This design comes from an exercise in tuning for small area and a short achievable clock period on the open sky130 flow, not from production work.
Function was checked by simulation only, so behaviour that the tests miss may differ from the original.
Power figures rest on the tool's default switching activity, not on a simulated workload.

## design.v

```verilog
`timescale 1ns/1ps
package rcu_cfg_pkg;
    localparam int arch_regs  = 32;
    localparam int phys_regs  = 32;
    localparam int preg_width = 5;
    localparam int rob_depth = 8;
    localparam int rob_width = 3;
    localparam int data_width = 64;
    localparam int pc_width   = 32;
    typedef logic [preg_width-1:0] preg_t;
    typedef logic [$clog2(arch_regs)-1:0] areg_t;
    typedef logic [rob_width-1:0] rob_line_t;
endpackage
`timescale 1ns/1ps
package rcu_op_pkg;
    typedef enum logic [1:0] {
        op_alu   = 2'd0,
        op_load  = 2'd1,
        op_store = 2'd2
    } op_kind_t;
endpackage
`timescale 1ns/1ps
module rd_or31 (
    input  logic [31:1] s,
    input  logic [31:1] d,
    output logic        o
);
    assign o = |(s & d);
endmodule
`timescale 1ns/1ps
import rcu_cfg_pkg::*;
import rcu_op_pkg::*;
module rcu (
    input  logic                  clk,
    input  logic                  reset,
    input  logic                  trap,
    input  logic                  dispatch_valid,
    input  rcu_op_pkg::op_kind_t              dispatch_kind,
    input  logic [pc_width-1:0]   dispatch_pc,
    input  rcu_cfg_pkg::areg_t                 dispatch_rs1,
    input  rcu_cfg_pkg::areg_t                 dispatch_rs2,
    input  rcu_cfg_pkg::areg_t                 dispatch_rd,
    input  logic                  dispatch_uses_rd,
    output logic                  dispatch_ready,
    output logic                  issue_valid,
    output rcu_op_pkg::op_kind_t              issue_kind,
    output rcu_cfg_pkg::rob_line_t             issue_rob_line,
    output rcu_cfg_pkg::preg_t                 issue_prd,
    output logic [data_width-1:0] issue_rs1_data,
    output logic [data_width-1:0] issue_rs2_data,
    input  logic                  fu_ready,
    input  logic                  wb_valid,
    input  rcu_cfg_pkg::rob_line_t             wb_rob_line,
    input  logic [data_width-1:0] wb_data,
    output logic                  commit_valid,
    output logic [pc_width-1:0]   commit_pc,
    output rcu_cfg_pkg::areg_t                 commit_rd,
    output rcu_cfg_pkg::preg_t                 commit_prd
);
    logic [31:1][63:0] rf;
    logic [31:1]       rdy;
    logic [31:1][4:0]  cmap;
    logic [31:0][4:0]  fl;
    logic [5:0]        fl_rd;
    logic [5:0]        fl_cm;
    logic [5:0]        fl_wr;
    logic [7:0][1:0]   r_kind;
    logic [7:0][31:0]  r_pc;
    logic [7:0][4:0]   r_rd;
    logic [7:0][4:0]   r_prd;
    logic [7:0][4:0]   r_ps1;
    logic [7:0][4:0]   r_ps2;
    logic [7:0]        used;
    logic [7:0]        fin;
    logic [7:0]        lat;
    logic [2:0]        tail;
    logic [2:0]        iss;
    logic [7:0]        nx_oh;     
    logic [2:0]        cm;
    logic              dr_q;
    logic [7:0]        cm_oh;     
    logic [5:0]        fcnt;      
    logic [5:0]        fccnt;     
    logic              h_v;
    logic              go_q;
    logic [1:0]        h_kind;
    logic [4:0]        h_prd;
    logic [31:0]       h_sel1;
    logic [31:0]       h_sel2;
    logic [31:0]       h_sel1n;   
    logic [31:0]       h_sel2n;
    logic              h_r1;
    logic              h_r2;
    logic              c_v;
    logic [31:0]       c_pc;
    logic [4:0]        c_rd;
    logic [4:0]        c_prd;
    logic [4:0]        c_old;
    assign dispatch_ready = dr_q;
    assign issue_valid    = go_q & ~trap;
    assign issue_kind     = rcu_op_pkg::op_kind_t'(h_kind);
    assign issue_rob_line = iss;
    assign issue_prd      = h_prd;
    assign commit_valid   = c_v;
    assign commit_pc      = c_pc;
    assign commit_rd      = c_rd;
    assign commit_prd     = c_prd;
    for (genvar b = 0; b < 64; b++) begin : g_rd
        logic [31:1] col;
        for (genvar p = 1; p < 32; p++) begin : g_col
            assign col[p] = rf[p][b];
        end
        if (b < 32) begin : g_lo
            rd_or31 u_rd1 (.s(h_sel1[31:1]), .d(col), .o(issue_rs1_data[b]));
            rd_or31 u_rd2 (.s(h_sel2[31:1]), .d(col), .o(issue_rs2_data[b]));
        end else begin : g_hi
            rd_or31 u_rd1 (.s(~h_sel1n[31:1]), .d(col), .o(issue_rs1_data[b]));
            rd_or31 u_rd2 (.s(~h_sel2n[31:1]), .d(col), .o(issue_rs2_data[b]));
        end
    end
    logic [31:0][4:0] cmap_x;
    assign cmap_x = {cmap, 5'd0};
    logic       fire;
    logic       needs;
    logic       alloc;
    logic [4:0] alloc_preg;
    logic [4:0] ren1;
    logic [4:0] ren2;
    logic       iss_fire;
    logic       commit;
    logic [4:0] old_preg;
    logic       free_en;
    logic       cm_alloc;
    logic [4:0] wb_prd;
    logic [31:1] wb_oh;
    logic [31:1] alloc_oh;
    assign fire       = dispatch_valid & dr_q & ~trap;
    assign needs      = dispatch_uses_rd & (dispatch_rd != 5'd0);
    assign alloc      = fire & needs;
    assign alloc_preg = fl[fl_rd[4:0]];
    logic [7:0] m1;
    logic [7:0] m2;
    logic [7:0] mrd;
    logic [4:0] spec1;
    logic [4:0] spec2;
    always_comb begin
        spec1 = '0;
        spec2 = '0;
        for (int e = 0; e < 8; e++) begin
            m1[e]  = used[e] & lat[e] & (r_rd[e] == dispatch_rs1);
            m2[e]  = used[e] & lat[e] & (r_rd[e] == dispatch_rs2);
            mrd[e] = r_rd[e] == dispatch_rd;
            spec1  = spec1 | ({5{m1[e]}} & r_prd[e]);
            spec2  = spec2 | ({5{m2[e]}} & r_prd[e]);
        end
    end
    assign ren1       = (|m1) ? spec1 : cmap_x[dispatch_rs1];
    assign ren2       = (|m2) ? spec2 : cmap_x[dispatch_rs2];
    assign iss_fire   = go_q & ~trap & fu_ready;
    assign commit     = c_v;
    assign old_preg   = c_old;
    assign free_en    = commit & (old_preg != 5'd0);
    assign cm_alloc   = commit & (c_prd != 5'd0);
    logic [7:0] wbl_oh;
    always_comb begin
        wb_prd = '0;
        for (int e = 0; e < 8; e++) begin
            wbl_oh[e] = wb_valid & (wb_rob_line == 3'(e));
            wb_prd    = wb_prd | ({5{wb_rob_line == 3'(e)}} & r_prd[e]);
        end
    end
    always_comb begin
        for (int p = 1; p < 32; p++) begin
            wb_oh[p]    = wb_valid & (wb_prd == 5'(p));
            alloc_oh[p] = alloc & (alloc_preg == 5'(p));
        end
    end
    logic [2:0]  iss1;
    logic [2:0]  tail_n;
    logic [2:0]  iss_n;
    logic [2:0]  cm_n;
    logic [7:0]  used_n;
    logic [7:0]  fin_n;
    logic [5:0]  fl_rd_n;
    logic [5:0]  fl_cm_n;
    logic [5:0]  fl_wr_n;
    logic [31:0] rdy_n;
    assign iss1    = iss + 3'd1;
    assign tail_n  = tail + {2'd0, fire};
    assign iss_n   = trap ? tail : iss + {2'd0, iss_fire};
    assign cm_n    = trap ? tail : cm + {2'd0, commit};
    assign fl_cm_n = fl_cm + {5'd0, cm_alloc};
    assign fl_wr_n = fl_wr + {5'd0, free_en};
    assign fl_rd_n = trap ? fl_cm_n : fl_rd + {5'd0, alloc};
    logic [5:0] fcnt_n;
    logic [5:0] fccnt_n;
    logic       empty_n;
    assign fccnt_n = fccnt + {5'd0, free_en} - {5'd0, cm_alloc};
    assign fcnt_n  = trap ? fccnt_n : fcnt + {5'd0, free_en} - {5'd0, alloc};
    assign empty_n = trap ? (fccnt_n == 6'd0)
                          : (~free_en & ((fcnt == 6'd0) | ((fcnt == 6'd1) & alloc)));
    always_comb begin
        used_n = used;
        fin_n  = fin;
        if (fire) used_n[tail] = 1'b1;
        if (wb_valid) fin_n[wb_rob_line] = 1'b1;
        if (commit) begin
            used_n[cm] = 1'b0;
            fin_n[cm]  = 1'b0;
        end
        if (trap) begin
            used_n = '0;
            fin_n  = '0;
        end
    end
    logic [2:0] cm_l;
    logic [4:0] c_rd_n;
    logic [4:0] c_old_n;
    logic [7:0]  cml_oh;
    logic [31:0] c_pc_n;
    logic [4:0]  c_prd_n;
    assign cm_l    = cm + {2'd0, commit};
    assign cml_oh  = commit ? {cm_oh[6:0], cm_oh[7]} : cm_oh;
    always_comb begin
        c_pc_n  = '0;
        c_rd_n  = '0;
        c_prd_n = '0;
        for (int e = 0; e < 8; e++) begin
            c_pc_n  = c_pc_n  | ({32{cml_oh[e]}} & r_pc[e]);
            c_rd_n  = c_rd_n  | ({5{cml_oh[e]}} & r_rd[e]);
            c_prd_n = c_prd_n | ({5{cml_oh[e]}} & r_prd[e]);
        end
    end
    assign c_old_n = (commit && c_rd == c_rd_n) ? c_prd : cmap_x[c_rd_n];
    assign rdy_n = {(rdy & ~alloc_oh) | wb_oh, 1'b1};
    logic [31:0] rdy_w;
    assign rdy_w = {rdy | wb_oh, 1'b1};
    logic        nxt_rob;
    logic        ld;
    logic        ld_rob;
    logic        h_v_n;
    logic [1:0]  h_kind_n;
    logic [4:0]  h_prd_n;
    logic [31:0] h_sel1_n;
    logic [31:0] h_sel2_n;
    logic        r1_n;
    logic        r2_n;
    logic        go_n;
    logic [1:0]  nx_kind;
    logic [4:0]  nx_prd;
    logic [4:0]  nx_ps1;
    logic [4:0]  nx_ps2;
    logic [4:0]  ps1_new;
    logic [4:0]  ps2_new;
    logic [31:0] dec1;
    logic [31:0] dec2;
    logic        rr1;
    logic        rr2;
    logic        rd1;
    logic        rd2;
    always_comb begin
        nx_kind = '0;
        nx_prd  = '0;
        nx_ps1  = '0;
        nx_ps2  = '0;
        for (int e = 0; e < 8; e++) begin
            nx_kind = nx_kind | ({2{nx_oh[e]}} & r_kind[e]);
            nx_prd  = nx_prd  | ({5{nx_oh[e]}} & r_prd[e]);
            nx_ps1  = nx_ps1  | ({5{nx_oh[e]}} & r_ps1[e]);
            nx_ps2  = nx_ps2  | ({5{nx_oh[e]}} & r_ps2[e]);
        end
    end
    assign nxt_rob = (iss1 != tail);
    assign ld      = iss_fire | (~h_v & fire);
    assign ld_rob  = iss_fire & nxt_rob;
    assign h_v_n   = ~trap & (iss_fire ? (nxt_rob | fire) : (h_v | fire));
    assign ps1_new = ld_rob ? nx_ps1 : ren1;
    assign ps2_new = ld_rob ? nx_ps2 : ren2;
    always_comb begin
        for (int p = 0; p < 32; p++) begin
            dec1[p] = (ps1_new == 5'(p));
            dec2[p] = (ps2_new == 5'(p));
        end
    end
    assign rr1 = |(dec1 & rdy_w);
    assign rr2 = |(dec2 & rdy_w);
    assign rd1 = ~(|m1) | (|(m1 & (fin | wbl_oh)));
    assign rd2 = ~(|m2) | (|(m2 & (fin | wbl_oh)));
    always_comb begin
        if (ld) begin
            h_kind_n = ld_rob ? nx_kind : dispatch_kind;
            h_prd_n  = ld_rob ? nx_prd : (needs ? alloc_preg : 5'd0);
            h_sel1_n = dec1;
            h_sel2_n = dec2;
            r1_n     = ld_rob ? rr1 : rd1;
            r2_n     = ld_rob ? rr2 : rd2;
        end else begin
            h_kind_n = h_kind;
            h_prd_n  = h_prd;
            h_sel1_n = h_sel1;
            h_sel2_n = h_sel2;
            r1_n     = h_r1 | (|(h_sel1[31:1] & wb_oh));
            r2_n     = h_r2 | (|(h_sel2[31:1] & wb_oh));
        end
    end
    assign go_n = h_v_n & r1_n & r2_n & ((h_kind_n != 2'd2) | (iss_n == cm_n));
    always_ff @(posedge clk) begin
        if (reset) begin
            used  <= '0;
            fin   <= '0;
            tail  <= '0;
            iss   <= '0;
            nx_oh <= 8'b0000_0010;
            cm    <= '0;
            h_v   <= 1'b0;
            go_q  <= 1'b0;
            c_v   <= 1'b0;
            dr_q  <= 1'b1;
            cm_oh <= 8'b0000_0001;
            fcnt  <= 6'd31;
            fccnt <= 6'd31;
            fl_rd <= '0;
            fl_cm <= '0;
            fl_wr <= 6'd31;
            rdy   <= '1;
        end else begin
            used  <= used_n;
            fin   <= fin_n;
            tail  <= tail_n;
            iss   <= iss_n;
            if (trap)          nx_oh <= 8'b1 << (tail + 3'd1);
            else if (iss_fire) nx_oh <= {nx_oh[6:0], nx_oh[7]};
            cm    <= cm_n;
            h_v   <= h_v_n;
            go_q  <= go_n;
            c_v   <= used_n[cm_n] & fin_n[cm_n];
            dr_q  <= ~used_n[tail_n] & ~empty_n;
            if (trap)        cm_oh <= 8'b1 << tail;
            else if (commit) cm_oh <= {cm_oh[6:0], cm_oh[7]};
            fcnt  <= fcnt_n;
            fccnt <= fccnt_n;
            fl_rd <= fl_rd_n;
            fl_cm <= fl_cm_n;
            fl_wr <= fl_wr_n;
            rdy   <= rdy_n[31:1];
        end
    end
    always_ff @(posedge clk) begin
        h_kind <= h_kind_n;
        h_prd  <= h_prd_n;
        h_sel1 <= h_sel1_n;
        h_sel2 <= h_sel2_n;
        h_sel1n <= ~h_sel1_n;
        h_sel2n <= ~h_sel2_n;
        h_r1   <= r1_n;
        h_r2   <= r2_n;
        c_pc   <= c_pc_n;
        c_rd   <= c_rd_n;
        c_prd  <= c_prd_n;
        c_old  <= c_old_n;
    end
    always_ff @(posedge clk) begin
        if (fire) begin
            r_kind[tail] <= dispatch_kind;
            r_pc[tail]   <= dispatch_pc;
            r_rd[tail]   <= needs ? dispatch_rd : 5'd0;
            r_prd[tail]  <= needs ? alloc_preg : 5'd0;
            r_ps1[tail]  <= ren1;
            r_ps2[tail]  <= ren2;
        end
    end
    always_ff @(posedge clk) begin
        if (alloc) begin
            for (int e = 0; e < 8; e++) begin
                if (mrd[e]) lat[e] <= 1'b0;
            end
        end
        if (fire) lat[tail] <= needs;
    end
    always_ff @(posedge clk) begin
        if (reset) begin
            for (int i = 0; i < 31; i++) fl[i] <= 5'(i + 1);
        end else if (free_en) begin
            fl[fl_wr[4:0]] <= old_preg;
        end
    end
    always_ff @(posedge clk) begin
        if (reset) begin
            cmap <= '0;
        end else begin
            for (int i = 1; i < 32; i++) begin
                if (commit && c_rd == 5'(i)) cmap[i] <= c_prd;
            end
        end
    end
    always_ff @(posedge clk) begin
        for (int p = 1; p < 32; p++) begin
            if (wb_oh[p]) rf[p] <= wb_data;
        end
    end
endmodule
```

## run.sh

```bash
#!/bin/bash
# synth_recipe.tcl (not shown) runs the flow's synth.tcl, then flattens the netlist and writes it again
# the make line also repeats each setting of config.mk as NAME=value (left out here)
make -C /OpenROAD-flow-scripts/flow DESIGN_CONFIG=/design/flow/config.mk WORK_HOME=/design/flow/orfs CLKGATE_MAP_FILE= SYNTH_SCRIPT=/design/flow/synth_recipe.tcl finish
```

## config.mk

```make
export PLATFORM = sky130hd
export DESIGN_NAME = rcu
export DESIGN_NICKNAME = rcu
export VERILOG_FILES = /design/flow/design.v
export SDC_FILE = /design/flow/constraint.sdc
export NUM_CORES = 4
export LEC_CHECK = 0
export CAP_MARGIN = 20
export CORE_MARGIN = 2
export CORE_UTILIZATION = 60
export CTS_CLUSTER_DIAMETER = 100
export CTS_CLUSTER_SIZE = 30
export PLACE_DENSITY = 0.7
export SETUP_SLACK_MARGIN = 2.4
export SLEW_MARGIN = 20
export SYNTH_HIERARCHICAL = 1
```

## constraint.sdc

```tcl
create_clock -name core_clock -period 6.5 [get_ports {clk}]
set_input_delay 1.3000 -clock core_clock [delete_from_list [all_inputs] [get_ports {clk}]]
set_output_delay 1.3000 -clock core_clock [all_outputs]
set_load 0.01 [all_outputs]
```

==> results.ini, run 1 <==
[outcome]
status = timing/DRC/antenna clean

[clock_tree]
clockRootBuffer = clkbuf_16
cts_made_buffers = 118
h-tree-depth = 3
cts_hold_buf = 0
cts_tree = built
clockBufferDepth = 3
clock_latency_ns = 0.87
clkSinkCount = 3022
clk_pin_slew_ns = 0.11

[critical_path]
slowest_delay_ns = 0.55
path_cells = clkinvlp_4 -> buf_12 -> buf_12 -> buf_16 -> a222oi_1 -> nand3_1 -> or4_1 -> buf_2
rrSetupSlack_ns = 2.43
cp_data_required_time_ns = 5.20
critPathMostFrequentCell = buf_12
critPathLaunchType = register
r2r-end = c_old[0]
arrival_ns = 3.09
reg2reg_from = c_v
critPathCaptureType = primary output
reg2reg_depth = 15
cp_slowest_cell = or4_1
critPathKind = reg2out
worstPathMaxFanout = 8

[min_path]
whs_path_depth = 1
min_from = rdy[21]
worst_hold_path_type = reg2reg
hold_end = rdy[21]

[finish]
layout_common_cells = edfxtp_1, a22oi_1, nand2_1
finalNetCount = 10400
utilization = 0.677
final_common_cell = edfxtp_1
drive_gt1_frac = 0.142
areaGrowthSynthToFinish_pct = 11.9
fin_cells = 13200

[global_route]
grt_overflow = 0
grt_usage = 0.446
antenna_found_initial = 34
grt_max_degree = 160
grt_pass1_vias = 99900
grt_pass1_wl_um = 716000

[floorplanning]
dieHeight_um = 472
coreArea_um2 = 218000
die-area_um2 = 223000
chipWidth_um = 472
start_util = 0.605
ios = 306
placement_rows = 171

[yosys]
syn_area_um2 = 132000
synth_seq_cells = 3022
ys.flop_type = edfxtp_1
avgSynthCellArea_um2 = 13.4
yosysWarningCount = 7
async_reset_ff_frac = 0
yosysSeqAreaShare = 0.644
syn_nets = 9975
syn_inst = 9798
ys_types = 94
synth_edf_count = 2426

[sta]
finalSetupViolCount = 0
grt_setup_unrepaired = true
maxSlewHeadroom = 0.180
fmax_ghz = 0.228
hold_violations = 0
fin_ws_ns = 2.11
fin_crit_ns = 4.39
final_max_slew_viol_count = 0
worstMarginPinSlew_ns = 1.23
fin_tns_setup_ns = 0
clock_skew_ns = 0.0873
timing.final.crit_share = 0.675

[placed_design]
io_buffer_count = 305
dp_slack_ns = 0.507
gp_congestion = 0.982
hpwl_um = 292000
dpl.cell_count = 12800

[drt]
drtPass1Iterations = 11
antenna_left = 0
routed_wl_um = 515000
drcViolationCount = 0
viasPerCell = 7.93
wl_per_cell_um = 39.0
drt_iter0_drc = 19000
num_vias = 105000

[pwr]
total_power_mw = 37.6
p_per_area_nw_per_um2 = 255
p_leak_nw = 48.8
max-vdd-ir-drop_uv = 280

[run]
timing.max_cap.violations = 0

## through the flow
step                      hold WS [ns]  instance area, um2
after detailed placement         0.446              140000
after CTS                        0.468              146000
after global routing             0.485              147000
after floorplan                  0.428              132000
after global placement           0.439              140000
final                            0.473              147000
## critical path: cells and delay by family, from the launching register on
kind | cells | cell delay (ns)
and+or+nand+nor | 2 | 0.72
DFF | 1 | 0.37
AOI/OAI and AO/OA | 1 | 0.36
buffers and inverters | 5 | 0.77
## worst max-delay path by stage
stage	startpoint	end	slack (ns)
after floorplan	wb_rob_line[1]	go_q	0.88
after global placement	dispatch_rs1[4]	go_q	0.48
after detailed placement	dispatch_rs1[4]	go_q	0.51
after global routing	h_sel1n[14]	issue_rs1_data[48]	2.08
after CTS	h_sel1n[14]	issue_rs1_data[49]	2.13
final	h_sel1n[14]	issue_rs1_data[48]	2.11
## Yosys stat by module (local to each module, per instance)
module,cells,copies in the design,cell area (um2)
rd_or31,20,128,154
rcu,7238,1,112000
## registers in the layout (all words and copies together) (netlist names), 6 cells and up
register  count
cmap        155
fin           8
h_sel1n      31
r_ps2        40
fccnt         6
h_sel1       31
fcnt          6
r_ps1        40
fl          160
r_kind       16
r_rd         40
nx_oh         8
rf         1984
cm_oh         8
used          8
r_pc        256
c_pc         32
lat           8
r_prd        40
h_sel2       31
h_sel2n      31
rdy          31
## final cells by class
| class | count | area (um2) |
|---|---|---|
| timing repair buffer | 801 | 8590 |
| clock inverter | 30 | 447 |
| multi-input combinational | 6107 | 45800 |
| sequential | 3022 | 85000 |
| fill | 15300 | 70200 |
| tap | 2854 | 3570 |
| inverter | 191 | 816 |
| antenna | 22 | 55.1 |
| clock buffer | 166 | 3180 |
## report_power, final
part           switching (mW)  internal, mW
Clock                    6.04          3.66
Sequential              0.400          21.4
Combinational            3.82          2.29
Total                    10.3          27.3
## layer usage
layer / vias up / part of all wire / global-route usage
met5: - / 0.00057 / 0.00779
met4: 26 / 0.074 / 0.274
met3: 2222 / 0.15 / 0.143
met2: 9737 / 0.44 / 0.678
met1: 51200 / 0.33 / 0.558
li1: 41400 / - / -
## what timing repair did
action | in CTS | in global routing
setup endpoints to repair | 1650 | 416
cloned | 20 | 7
setup buffers | 109 | 35
resized for setup | 985 | 201
hold endpoints to repair | 0 | 0
pin swaps | 287 | 233
## cell families (layout without fill, tap and decap cells)
logic type	count (synthesis)	count (layout)	share of synthesized area
other cells	0	22	0
xor+xnor	157	157	0.0106
compound gates	3295	3295	0.199
simple gates	2266	2266	0.0864
flops	3022	3022	0.644
fa+ha+maj	54	54	0.00524
mux	335	335	0.0346
buf+inv	669	1188	0.0201
## synth_stat cells, types with 141 or more instances
| cell type | instances | area share |
|---|---|---|
| nand3_1 | 442 | 0.017 |
| nand4_1 | 306 | 0.015 |
| o21ai_0 | 174 | 0.0066 |
| nand2_1 | 568 | 0.016 |
| a22o_1 | 483 | 0.032 |
| mux2i_1 | 210 | 0.016 |
| a21oi_1 | 142 | 0.0054 |
| or4_1 | 141 | 0.0080 |
| inv_1 | 187 | 0.0053 |
| dfxtp_1 | 596 | 0.091 |
| a22oi_1 | 1813 | 0.10 |
| clkbuf_1 | 368 | 0.010 |
| nor2_1 | 404 | 0.012 |
| edfxtp_1 | 2426 | 0.55 |
==> inputs of run 2 (changes only) <==
--- a/design.v
+++ b/design.v
@@ -92,7 +92,6 @@
     logic              h_r1;
     logic              h_r2;
     logic              c_v;
-    logic [31:0]       c_pc;
     logic [4:0]        c_rd;
     logic [4:0]        c_prd;
     logic [4:0]        c_old;
@@ -102,7 +101,12 @@
     assign issue_rob_line = iss;
     assign issue_prd      = h_prd;
     assign commit_valid   = c_v;
-    assign commit_pc      = c_pc;
+    always_comb begin
+        commit_pc = '0;
+        for (int e = 0; e < 8; e++) begin
+            commit_pc = commit_pc | ({32{cm_oh[e]}} & r_pc[e]);
+        end
+    end
     assign commit_rd      = c_rd;
     assign commit_prd     = c_prd;
     for (genvar b = 0; b < 64; b++) begin : g_rd
@@ -217,16 +221,13 @@
     logic [4:0] c_rd_n;
     logic [4:0] c_old_n;
     logic [7:0]  cml_oh;
-    logic [31:0] c_pc_n;
     logic [4:0]  c_prd_n;
     assign cm_l    = cm + {2'd0, commit};
     assign cml_oh  = commit ? {cm_oh[6:0], cm_oh[7]} : cm_oh;
     always_comb begin
-        c_pc_n  = '0;
         c_rd_n  = '0;
         c_prd_n = '0;
         for (int e = 0; e < 8; e++) begin
-            c_pc_n  = c_pc_n  | ({32{cml_oh[e]}} & r_pc[e]);
             c_rd_n  = c_rd_n  | ({5{cml_oh[e]}} & r_rd[e]);
             c_prd_n = c_prd_n | ({5{cml_oh[e]}} & r_prd[e]);
         end
@@ -354,7 +355,6 @@
         h_sel2n <= ~h_sel2_n;
         h_r1   <= r1_n;
         h_r2   <= r2_n;
-        c_pc   <= c_pc_n;
         c_rd   <= c_rd_n;
         c_prd  <= c_prd_n;
         c_old  <= c_old_n;
--- a/config.mk
+++ b/config.mk
@@ -8,9 +8,9 @@
 export CAP_MARGIN = 20
 export CORE_MARGIN = 2
 export CORE_UTILIZATION = 60
-export CTS_CLUSTER_DIAMETER = 100
-export CTS_CLUSTER_SIZE = 30
+export CTS_CLUSTER_DIAMETER = 90
+export CTS_CLUSTER_SIZE = 25
 export PLACE_DENSITY = 0.7
-export SETUP_SLACK_MARGIN = 2.4
+export SETUP_SLACK_MARGIN = 2.3
 export SLEW_MARGIN = 20
 export SYNTH_HIERARCHICAL = 1
==> run 2 against run 1 <==
Clock power up 6%. Die area shrank 0.29%. Critical path depth decreased by 1. Still clean. Non-clock buffer count down 49. Core utilization down 0.50 points. Cell count up 0.17%. Clock skew is 0.040 ns lower. First-iteration DRC count fell by 2.8%. Final area fell by 0.84%.
==> results.ini, run 2 <==
[outcome]
status = timing/DRC/antenna clean

[clock_tree]
clockRootBuffer = clkbuf_16
cts_hold_buf = 0
clkSinkCount = 2990
clockBufferDepth = 3
h-tree-depth = 4
cts_tree = built
clock_latency_ns = 0.87
clk_pin_slew_ns = 0.10
cts_made_buffers = 142

[floorplanning]
die-area_um2 = 223000
start_util = 0.604
chipWidth_um = 472
placement_rows = 171
ios = 306
coreArea_um2 = 217000
dieHeight_um = 472

[critical_path]
crit_family = simple AND/OR/NAND/NOR gates
worstPathMaxFanout = 8
cp_slowest_cell = or4_4
critPathKind = reg2out
arrival_ns = 3.13
critPathBufInv = 3
cp_data_required_time_ns = 5.20
slowest_delay_ns = 0.59
r2r-end = c_old[4]
reg2reg_from = cm_oh[0]
critPathLaunchType = register
rrSetupSlack_ns = 2.39
critPathCaptureType = primary output
reg2reg_depth = 11
path_cells = inv_4 -> buf_12 -> a22o_1 -> a221oi_4 -> nand3_2 -> or4_4 -> dlygate4sd2_1

[yosys]
yosysMostFrequentCell = edfxtp_1
async_reset_ff_frac = 0
yosysWarningCount = 7
yosysSeqAreaShare = 0.641
synth_seq_cells = 2990
ys_types = 109
synthTopCellsByArea = edfxtp_1, a22oi_1, dfxtp_1
syn_nets = 10000
synth_xor_area_frac = 0.0107
synth_mux_area_frac = 0.0342
yosys.area.top_type = edfxtp_1
ys.flop_type = edfxtp_1
synth_top_family_by_area = compound AO/OA/AOI/OAI gates
synthSimpleGateAreaFrac = 0.0902
syn_inst = 9843
synth_common_cells = edfxtp_1, a22oi_1, nand2_1
syn_area_um2 = 131000
synth_compound_area_frac = 0.198
synth_edf_count = 2426
yosysTopAreaCellShare = 0.555
synth_fa_ha_area_frac = 0.00526
avgSynthCellArea_um2 = 13.3

[global_route]
grt_max_degree = 201
grt_pass1_wl_um = 697000
antenna_found_initial = 28
grt_overflow = 0
grt_usage = 0.433
grt_pass1_vias = 98500

[sta]
finalSetupViolCount = 0
clock_skew_ns = 0.0468
fin_ws_ns = 2.07
worstMarginPinSlew_ns = 1.20
final_max_slew_viol_count = 0
fin_hold_ws_ns = 0.469
maxSlewHeadroom = 0.199
fin_tns_setup_ns = 0
timing.final.crit_share = 0.682
hold_violations = 0
fin_crit_ns = 4.43
grt_setup_unrepaired = true
fmax_ghz = 0.226

[min_path]
hold_end = fl[40]
worst_hold_path_type = reg2reg
min_from = fl[40]
whs_path_depth = 1

[pwr]
swShare = 0.274
p_comb_frac = 0.157
switching_power_mw = 10.4
p_seq_frac = 0.570
max-vdd-ir-drop_uv = 295
internal_power_mw = 27.5
p_clk_frac = 0.273
p_leak_nw = 48.2
p_per_area_nw_per_um2 = 259

[finish]
fillers = 15500
largest_reg_flops = 1984
top_register = rf
utilization = 0.672
drive_gt1_frac = 0.136
regArea_um2 = 84300
layout_common_cells = edfxtp_1, a22oi_1, nand2_1
top_regs = rf (1984), r_pc (256), fl (160)
finalNetCount = 10500
multi_input_area_um2 = 45700
areaGrowthSynthToFinish_pct = 11.3
final_common_cell = edfxtp_1

[drt]
drcViolationCount = 0
viasPerCell = 7.83
num_vias = 103000
drtPass1Iterations = 14
routed_wl_um = 498000
wl_per_cell_um = 37.7
antenna_left = 0
drt_iter0_drc = 18400

[run]
timing.max_cap.violations = 0

[placed_design]
dp_slack_ns = 0.691
gp_congestion = 0.961
hpwl_um = 285000
io_buffer_count = 305

==> run 2: stage by stage <==
step           cell area, um2  instances  power, mW
3_5_place_dp           139000      12900       27.5
5_1_grt                146000      13200       38.7
4_1_cts                145000      13100       37.5
6_report               146000      13200       37.9
2_1_floorplan          132000       9843       24.7
3_3_place_gp           139000      12900       27.3
==> run 2: power groups by stage <==
stage	logic (mW)	registers, mW	clock network [mW]
floorplan	2.77	21.9	0
global placement	5.36	22.0	0
detailed placement	5.46	22.0	0
CTS	5.59	21.6	10.3
global route	6.13	21.6	11.0
finish	5.94	21.6	10.3
==> run 2: final cells by class <==
cell class,count,share of cell area
Inverter,191,0.00537
Tap cell,2854,0.0244
Timing Repair Buffer,752,0.0519
Sequential cell,2990,0.577
Multi-Input combinational cell,6208,0.313
Clock inverter,17,0.00159
Antenna cell,21,0.000360
Clock buffer,183,0.0265
==> run 2: worst reg2reg max path, delay by kind of cell (launching register included) <==
family | cells | cell delay, ns
compound gates | 7 | 1.79
buf+inv | 2 | 1.15
flops | 1 | 0.32
mux | 1 | 0.61
simple gates | 1 | 0.16
==> run 2: modules after synthesis (local to each module, per instance) <==
module	cells inside	area [um2]	times used
rd_or31	20	154	128
rcu	7283	112000	1
==> run 2: kinds of logic (layout without fill, tap and decap cells) <==
family | after synthesis | after routing
compound gates | 3332 | 3332
flops | 2990 | 2990
simple gates | 2344 | 2344
buf+inv | 645 | 1143
mux | 319 | 319
xor+xnor | 159 | 159
fa+ha+maj | 54 | 54
other cells | 0 | 21
==> run 2: how the worst max path moves through the flow <==
stage | start | end | slack [ns] | cells after the start
detailed placement | dispatch_rs2[3] | h_r2 | 0.69 | 14
global placement | dispatch_rs2[3] | go_q | 0.74 | 14
floorplan | wb_rob_line[0] | go_q | 1.37 | 15
global route | h_sel1n[5] | issue_rs1_data[43] | 2.04 | 7
CTS | h_sel1n[5] | issue_rs1_data[43] | 2.11 | 7
finish | h_sel1n[5] | issue_rs1_data[43] | 2.07 | 7
==> run 2: metal layers <==
layer  up-vias  wire length, um  GRT usage
li1      41400                -          -
met1     50700           169000      0.558
met2      9247           221000      0.656
met3      1988            74800      0.136
met4        26            32900      0.235
met5         -              363   0.000865
==> run 2: repair_timing <==
action / CTS / global route
setup buffers: 70 / 39
pin swaps: 170 / 187
resized for setup: 653 / 245
setup endpoints to repair: 1162 / 558
cloned: 8 / 11

static timing again, ports no longer ideal:
Ports are ideal in the flow. The routed layouts listed here were re-timed in OpenROAD.
Step 1 assumes that a clkbuf_16 drives the clock port and a buf_2 every other input.
Step 2 moves the port delays by t, midway between the first and last clock arrival at a register: inputs arrive t later, outputs are due t later. That takes back most of the time a late clock gives input paths.
Three values: no drivers, after step 1, after step 2; two values: the first two.
run	t (ns)	slack for setup (ns)	worst setup path at the end	cell pins on the clock port's net
run 1	0.923	2.109 / 2.014 / 1.362	input to register	1
run 2	0.947	2.069 / 1.969 / 1.456	input to register	1
After both steps setup and hold are still met in every run listed. For run 1, which loses most, drivers alone change the setup slack by -0.095 ns; drivers and shift together by -0.747 ns.
